Background: an optimization exercise with open tools, aiming at small area, a short achievable clock period and few clock cycles per item. Do not read the settings as production practice. At most, simulation tests tie the RTL to the original design; equivalence was not proved.

Design sm3Compress, start of the top module:
module sm3Compress (
	input  logic          clk,
	input  logic          enable,
	input  logic          start,
	input  logic [255:0]  chainIn,
	input  logic [511:0]  block,
	output logic [255:0]  chainOut,
	output logic          busy,
	output logic          done
);
	logic         accept;
	logic         high;
	logic         lastRound;
	logic         lowLast;
	sm3Pkg::wordT wNext;
	sm3Pkg::wordT wNextPrime;
	sm3RoundCtrl u_ctrl (
		.clk       (clk),
		.enable    (enable),
		.start     (start),
		.accept    (accept),
		.high      (high),
		.lastRound (lastRound),
		.lowLast   (lowLast),
		.busy      (busy),
		.done      (done)
	);
	sm3MsgExpand u_expand (
		.clk        (clk),
		.accept     (accept),
		.block      (block),
		.wNext      (wNext),
		.wNextPrime (wNextPrime)
	);
	sm3RoundState u_round (
		.clk        (clk),
		.enable     (enable),
		.accept     (accept),
		.high       (high),
		.lastRound  (lastRound),
		.lowLast    (lowLast),
		.chainIn    (chainIn),
		.block      (block),
		.wNext      (wNext),
		.wNextPrime (wNextPrime),
		.chainOut   (chainOut)
	);
endmodule
Size: ~1300 flip-flops, ~1000 I/O pins, about 62000 sq um of cells after synthesis.
Settings: LEC_CHECK=0, ABC_AREA=1, CAP_MARGIN=20, CORE_MARGIN=2, CORE_UTILIZATION=60, PLACE_DENSITY=0.7, SETUP_SLACK_MARGIN=5, SLEW_MARGIN=20; clock period 10.0 ns.
standard.sh (not shown) runs the stock make flow with config.mk's settings and CLKGATE_MAP_FILE= SYNTH_SCRIPT=/design/flow/synth_recipe.tcl, a recipe that flattens the netlist after the stock synthesis.
==> flow/flow/run.sh <==
#!/bin/bash
# The standard layout (standard.sh) with single-strength port buffers and
# a clock tree of clkbuf_8 buffers without dummy balancing loads
set -e
export BUFFER_PORTS_ARGS="-buffer_cell sky130_fd_sc_hd__buf_1"
export CTS_ARGS="-sink_clustering_enable -repair_clock_nets -dont_use_dummy_load -buf_list {sky130_fd_sc_hd__clkbuf_8}"
bash standard.sh > standard.log 2>&1
Next try:
--- a/flow/design.v
+++ b/flow/design.v
@@ -22,17 +22,57 @@
 	endfunction
 	function automatic wordT p1(input wordT x);
 		p1 = x ^ rotl(x, 15) ^ rotl(x, 23);
 	endfunction
 	function automatic wordT add2(input wordT x, input wordT y);
-		add2 = x + y;
+		logic [31:0] p;
+		logic [31:0] g;
+		logic [31:0] gp;
+		logic [31:0] pp;
+		int          k;
+		p  = x ^ y;
+		g  = x & y;
+		gp = g;
+		pp = p;
+		for (int l = 0; l < 5; l++) begin
+			for (int j = 0; j < 32; j++) begin
+				if (((j >> l) & 1) == 1) begin
+					k = ((j >> (l + 1)) << (l + 1)) + (1 << l) - 1;
+					gp[j] = gp[j] | (pp[j] & gp[k]);
+					pp[j] = pp[j] & pp[k];
+				end
+			end
+		end
+		add2 = p ^ {gp[30:0], 1'b0};
 	endfunction
 	function automatic wordT add2x(input wordT x, input wordT y, input wordT v);
-		add2x = (x + y) ^ v;
+		logic [31:0] p;
+		logic [31:0] g;
+		logic [31:0] gp;
+		logic [31:0] pp;
+		int          k;
+		p  = x ^ y;
+		g  = x & y;
+		gp = g;
+		pp = p;
+		for (int l = 0; l < 5; l++) begin
+			for (int j = 0; j < 32; j++) begin
+				if (((j >> l) & 1) == 1) begin
+					k = ((j >> (l + 1)) << (l + 1)) + (1 << l) - 1;
+					gp[j] = gp[j] | (pp[j] & gp[k]);
+					pp[j] = pp[j] & pp[k];
+				end
+			end
+		end
+		add2x = (p ^ v) ^ {gp[30:0], 1'b0};
 	endfunction
 	function automatic wordT add3(input wordT x, input wordT y, input wordT z);
-		add3 = x + y + z;
+		wordT s;
+		wordT c;
+		s = x ^ y ^ z;
+		c = (x & y) | (x & z) | (y & z);
+		add3 = add2(s, {c[30:0], 1'b0});
 	endfunction
 endpackage
 module sm3RoundCtrl (
 	input  logic       clk,
 	input  logic       enable,
What happened: Synthesized area is lower by 0.50%. Routed wire length is lower by 12%. Setup slack gets better by 810 ps. Via count is lower by 10%. First-iteration DRC count is lower by 27%. Worst hold slack gets better by 30 ps.
Testbench counts after the change, summed over its fixed seeds: cycles 12,488, blocks 192.
Only the layout flow was run in the first run of this note; the RTL was not checked for function there.

## port drivers added, routing unchanged
Ports are ideal in the flow. The routed layouts listed here were re-timed in OpenROAD.
Step 1: set_driving_cell puts a clkbuf_16 on clk and a buf_2 on each other input, an assumption about the parent block.
Step 2, shift: input delay + t, output delay - t, t = (earliest + latest rising clock arrival at the registers) / 2. This alone moves slack from input paths to output paths.
Slacks: no drivers / after step 1 / after step 2; pairs: no drivers / after step 1.
run	t, ns	slack for setup (ns)	worst setup path after step 2	worst slew at a driven data input, ns	pins driven straight from the clock port
the first run	0.968	4.161 / 4.161 / 4.061	input to register	0.22	1
the second run	0.959	4.966 / 4.966 / 4.288	input to register	0.21	1
After both steps setup and hold are still met in every run listed. The setup slack of the second run, which loses most, moves by 0.000 ns with the drivers and by -0.678 ns with both steps.
